This design comes from an exercise in tuning for small area, a short achievable clock period and few clock cycles per item on the open sky130 flow, not from production work.
Power figures rest on the tool's default switching activity, not on a simulated workload.

== the reference run ==
==> module wildcard_string_matcher_core, before the edit <==
module wildcard_string_matcher_core #(
   parameter int MAX_PATTERN = 64
) (
   input  logic        clock,
   input  logic        reset,
   input  logic        req_tvalid,
   output logic        req_tready,
   input  logic [7:0]  req_tdata,    
   input  logic [1:0]  req_tuser,    
   output logic        rsp_tvalid,
   input  logic        rsp_tready,
   output logic [7:0]  rsp_tdata     
);
   localparam int N     = MAX_PATTERN;
   localparam int LEN_W = $clog2(N + 1);
   localparam int LVL   = $clog2(N);
   localparam int QD    = 4;              
   localparam int CNT_W = $clog2(QD + 1);
   logic             rdy_ff;
   logic             accept;
   logic             acc_clr, acc_app, acc_txt, acc_fin;
   logic [LEN_W-1:0] len_ff;
   logic             seen_ff;       
   logic             ovf_ff;
   logic             run0_ff;       
   logic             full;
   logic             do_app;
   logic             text_star;
   logic [N:1]       wsel;
   assign req_tready = rdy_ff;
   assign accept     = req_tvalid && rdy_ff;
   assign acc_clr    = accept && (req_tuser == wsm_pkg::CMD_CLEAR);
   assign acc_app    = accept && (req_tuser == wsm_pkg::CMD_APPEND);
   assign acc_txt    = accept && (req_tuser == wsm_pkg::CMD_TEXT);
   assign acc_fin    = accept && (req_tuser == wsm_pkg::CMD_FINISH);
   assign full       = (len_ff == LEN_W'(N));
   assign do_app     = acc_app && !seen_ff && !full;
   assign text_star  = (req_tdata == wsm_pkg::WILD_RUN);
   logic [N:1] diag_in, star;
   logic [N:1] diag_ff, run;
   logic       tstar_ff;
   logic       txt_ff, fin_ff, first_ff;
   logic [N:1] m_ff;
   genvar j;
   generate
      for (j = 1; j <= N; j++) begin : g_cell
         assign wsel[j] = (len_ff == LEN_W'(j - 1));
         wsm_cell u_cell (
            .clock     (clock),
            .wr_en     (do_app && wsel[j]),
            .wr_char   (req_tdata),
            .text      (req_tdata),
            .diag      (diag_in[j]),
            .star      (star[j])
         );
      end
   endgenerate
   always_ff @(posedge clock) begin
      diag_ff  <= diag_in;
      tstar_ff <= text_star;
      first_ff <= !seen_ff;
      if (reset) begin
         txt_ff <= 1'b0;
         fin_ff <= 1'b0;
      end else begin
         txt_ff <= acc_txt;
         fin_ff <= acc_fin;
      end
   end
   always_ff @(posedge clock) begin
      if (reset) begin
         len_ff  <= '0;
         seen_ff <= 1'b0;
         ovf_ff  <= 1'b0;
         run0_ff <= 1'b1;
      end else if (acc_clr) begin
         len_ff  <= '0;
         seen_ff <= 1'b0;
         ovf_ff  <= 1'b0;
         run0_ff <= 1'b1;
      end else if (acc_app) begin
         if (!seen_ff) begin
            if (full) begin
               ovf_ff <= 1'b1;
            end else begin
               len_ff  <= len_ff + LEN_W'(1);
               run0_ff <= run0_ff && text_star;
            end
         end
      end else if (acc_txt) begin
         seen_ff <= 1'b1;
      end
   end
   logic [N:0] old_row;
   logic [N:1] new_row;
   assign old_row = {m_ff, first_ff};
   assign run     = star & {N{!tstar_ff}};
   always_comb begin
      logic [N-1:0] gg, pp;
      for (int k = 0; k < N; k++) begin
         gg[k] = (diag_ff[k+1] && old_row[k]) || (run[k+1] && old_row[k+1]);
         pp[k] = run[k+1];
      end
      for (int l = 0; l < LVL; l++) begin
         for (int k = 0; k < N; k++) begin
            if (k & (1 << l)) begin
               gg[k] = gg[k] || (pp[k] && gg[((k >> l) << l) - 1]);
               pp[k] = pp[k] && pp[((k >> l) << l) - 1];
            end
         end
      end
      new_row = gg;
   end
   always_ff @(posedge clock) begin
      for (int k = 1; k <= N; k++) begin
         if (txt_ff) begin
            m_ff[k] <= new_row[k];
         end else if (do_app && wsel[k]) begin
            m_ff[k] <= run0_ff && text_star;
         end
      end
   end
   logic             rv_ff;
   logic [LEN_W-1:0] rlen_ff;
   logic             rm0_ff;
   logic             rovf_ff;
   logic [N:0]       row_sel;
   logic             r_match;
   always_ff @(posedge clock) begin
      rlen_ff <= len_ff;
      rm0_ff  <= fin_ff && !seen_ff;
      rovf_ff <= ovf_ff;
      if (reset) begin
         rv_ff <= 1'b0;
      end else begin
         rv_ff <= txt_ff || fin_ff;
      end
   end
   always_comb begin
      for (int k = 0; k <= N; k++) begin
         row_sel[k] = (rlen_ff == LEN_W'(k));
      end
   end
   assign r_match = |(row_sel & {m_ff, rm0_ff});
   logic [QD-1:0] qv_ff;
   logic [1:0]    qd_ff [QD];
   logic [CNT_W-1:0] cnt_ff;
   logic          pop;
   assign pop = qv_ff[0] && rsp_tready;
   always_ff @(posedge clock) begin
      logic [QD:0] nv;
      logic [1:0]  nd [QD+1];
      for (int k = 0; k < QD; k++) begin
         nv[k] = qv_ff[k];
         nd[k] = qd_ff[k];
      end
      nv[QD] = 1'b0;
      nd[QD] = 2'b00;
      if (pop) begin
         for (int k = 0; k < QD; k++) begin
            nv[k] = nv[k+1];
            nd[k] = nd[k+1];
         end
      end
      for (int k = QD - 1; k >= 0; k--) begin
         if (rv_ff && !nv[k] && (k == 0 || nv[k-1])) begin
            nv[k] = 1'b1;
            nd[k] = {rovf_ff, r_match};
         end
      end
      for (int k = 0; k < QD; k++) begin
         qd_ff[k] <= nd[k];
      end
      if (reset) begin
         qv_ff <= '0;
      end else begin
         qv_ff <= nv[QD-1:0];
      end
   end
   always_ff @(posedge clock) begin
      logic [CNT_W-1:0] c;
      c = cnt_ff + CNT_W'(acc_txt || acc_fin) - CNT_W'(pop);
      if (reset) begin
         cnt_ff <= '0;
         rdy_ff <= 1'b1;
      end else begin
         cnt_ff <= c;
         rdy_ff <= (c < CNT_W'(QD));
      end
   end
   assign rsp_tvalid = qv_ff[0];
   assign rsp_tdata  = {6'b0, qd_ff[0]};
endmodule
export LEC_CHECK = 0
export CAP_MARGIN = 20
export CORE_MARGIN = 2
export CORE_UTILIZATION = 65
export SETUP_SLACK_MARGIN = 2.5
export SLEW_MARGIN = 20
create_clock -name core_clock -period 5.0 [get_ports {clock}]
run.sh (not shown) runs the stock make flow with config.mk's settings and CLKGATE_MAP_FILE= SYNTH_SCRIPT=/design/flow/synth_recipe.tcl, a recipe that flattens the netlist after the stock synthesis.
The reference run: PASS, flow complete, no timing, DRC or antenna violations
diff inputs: the reference run => the trial run
-- flow/design.v --
<<< the reference run, line 56
   logic             seen_ff;       
   logic             ovf_ff;
   logic             run0_ff;       
   logic             full;
   logic             do_app;
>>> the trial run, line 56
   logic             seen_ff;       
   logic             ovf_ff;
   logic             full;
   logic             do_app;
<<< the reference run, line 71
   assign text_star  = (req_tdata == wsm_pkg::WILD_RUN);
   logic [N:1] diag_in, star;
   logic [N:1] diag_ff, run;
   logic       tstar_ff;
   logic       txt_ff, fin_ff, first_ff;
   logic [N:1] m_ff;
>>> the trial run, line 70
   assign text_star  = (req_tdata == wsm_pkg::WILD_RUN);
   logic [N:1] diag_in, star;
   logic [N:1] diag_nx, hold_nx;
   logic [N:1] diag_ff, hold_ff;
   logic       txt_ff, fin_ff, first_ff;
   logic [N:1] m_ff;
<<< the reference run, line 87
            .star      (star[j])
         );
      end
   endgenerate
   always_ff @(posedge clock) begin
      diag_ff  <= diag_in;
      tstar_ff <= text_star;
      first_ff <= !seen_ff;
      if (reset) begin
>>> the trial run, line 86
            .star      (star[j])
         );
         assign diag_nx[j] = acc_txt ? diag_in[j] : (do_app && wsel[j] && text_star);
         assign hold_nx[j] = acc_txt ? (star[j] && !text_star) : !(do_app && wsel[j]);
      end
   endgenerate
   always_ff @(posedge clock) begin
      diag_ff  <= diag_nx;
      hold_ff  <= hold_nx;
      first_ff <= !seen_ff;
      if (reset) begin
<<< the reference run, line 106
         seen_ff <= 1'b0;
         ovf_ff  <= 1'b0;
         run0_ff <= 1'b1;
      end else if (acc_clr) begin
         len_ff  <= '0;
         seen_ff <= 1'b0;
         ovf_ff  <= 1'b0;
         run0_ff <= 1'b1;
      end else if (acc_app) begin
         if (!seen_ff) begin
>>> the trial run, line 107
         seen_ff <= 1'b0;
         ovf_ff  <= 1'b0;
      end else if (acc_clr) begin
         len_ff  <= '0;
         seen_ff <= 1'b0;
         ovf_ff  <= 1'b0;
      end else if (acc_app) begin
         if (!seen_ff) begin
<<< the reference run, line 117
               ovf_ff <= 1'b1;
            end else begin
               len_ff  <= len_ff + LEN_W'(1);
               run0_ff <= run0_ff && text_star;
            end
         end
>>> the trial run, line 116
               ovf_ff <= 1'b1;
            end else begin
               len_ff <= len_ff + LEN_W'(1);
            end
         end
<<< the reference run, line 128
   logic [N:1] new_row;
   assign old_row = {m_ff, first_ff};
   assign run     = star & {N{!tstar_ff}};
   always_comb begin
      logic [N-1:0] gg, pp;
      for (int k = 0; k < N; k++) begin
         gg[k] = (diag_ff[k+1] && old_row[k]) || (run[k+1] && old_row[k+1]);
         pp[k] = run[k+1];
      end
      for (int l = 0; l < LVL; l++) begin
>>> the trial run, line 126
   logic [N:1] new_row;
   assign old_row = {m_ff, first_ff};
   always_comb begin
      logic [N-1:0] gg, pp;
      for (int k = 0; k < N; k++) begin
         gg[k] = (diag_ff[k+1] && old_row[k]) || (hold_ff[k+1] && old_row[k+1]);
         pp[k] = hold_ff[k+1] && txt_ff;
      end
      for (int l = 0; l < LVL; l++) begin
<<< the reference run, line 146
   end
   always_ff @(posedge clock) begin
      for (int k = 1; k <= N; k++) begin
         if (txt_ff) begin
            m_ff[k] <= new_row[k];
         end else if (do_app && wsel[k]) begin
            m_ff[k] <= run0_ff && text_star;
         end
      end
   end
   logic             rv_ff;
>>> the trial run, line 143
   end
   always_ff @(posedge clock) begin
      m_ff <= new_row;
   end
   logic             rv_ff;
--- outcome ---
- Taking the reference run as the reference, in the trial run total power per unit cell area rose by 9.0%; logic gate share of total power increased by 1.3 points relative to the old numbers; number of flops mapped to enable cells by yosys down 64.
- The trial run: PASS, flow complete, no timing, DRC or antenna violations
- The reference run → the trial run: time the worst path needs with I/O delays and setup now smaller, power share of the clock group down 0.9 points, number of CTS-inserted buffers went up by about 4%.
- Flip-flop and latch count, the reference run and the trial run: higher on the trial run
- m_ff[47] as the capturing element of the worst setup path was reported by the trial run, and m_ff[45] by the reference run.
- Compared with the reference run, the trial run shows a higher overall power.
- When the trial run is set beside the reference run, its global-route usage turns out to be 0.31 points larger.
- Changes observed in the trial run relative to the reference run: synthesized area climbed about 2%, area growth from synthesis to layout went down.
No run of this note included a check of the RTL's function; only the layout flow was run.

[static timing again, ports no longer ideal]
No port has a modelled driver above. Below, the same layouts with a new extraction and two added sets of constraints. Step 1 assumes that a clkbuf_16 drives the clock port and a buf_2 every other input. Step 2 adds t to the input delays and takes it off the output delays; t is the mean of the earliest and latest rising clock arrival at the registers after step 1. Input paths then give back, and output paths get back, about the clock's delay inside the block. Slacks: ideal / step 1 / step 2; pairs: ideal / step 1.
| run | t (ns) | setup slack, ns | worst hold slack (ns) | worst data-port slew with drivers (ns) | cell pins on the clock port's net |
|---|---|---|---|---|---|
| the reference run | 0.669 | 1.884 / 1.884 / 1.882 | 0.392 / 0.392 / 0.392 | 0.05 | 1 |
| the trial run | 0.671 | 2.353 / 2.353 / 1.866 | 0.408 / 0.408 / 0.408 | 0.05 | 1 |
After both steps setup and hold are still met in every run listed. The setup slack of the trial run, which loses most, moves by 0.000 ns with the drivers and by -0.487 ns with both steps.
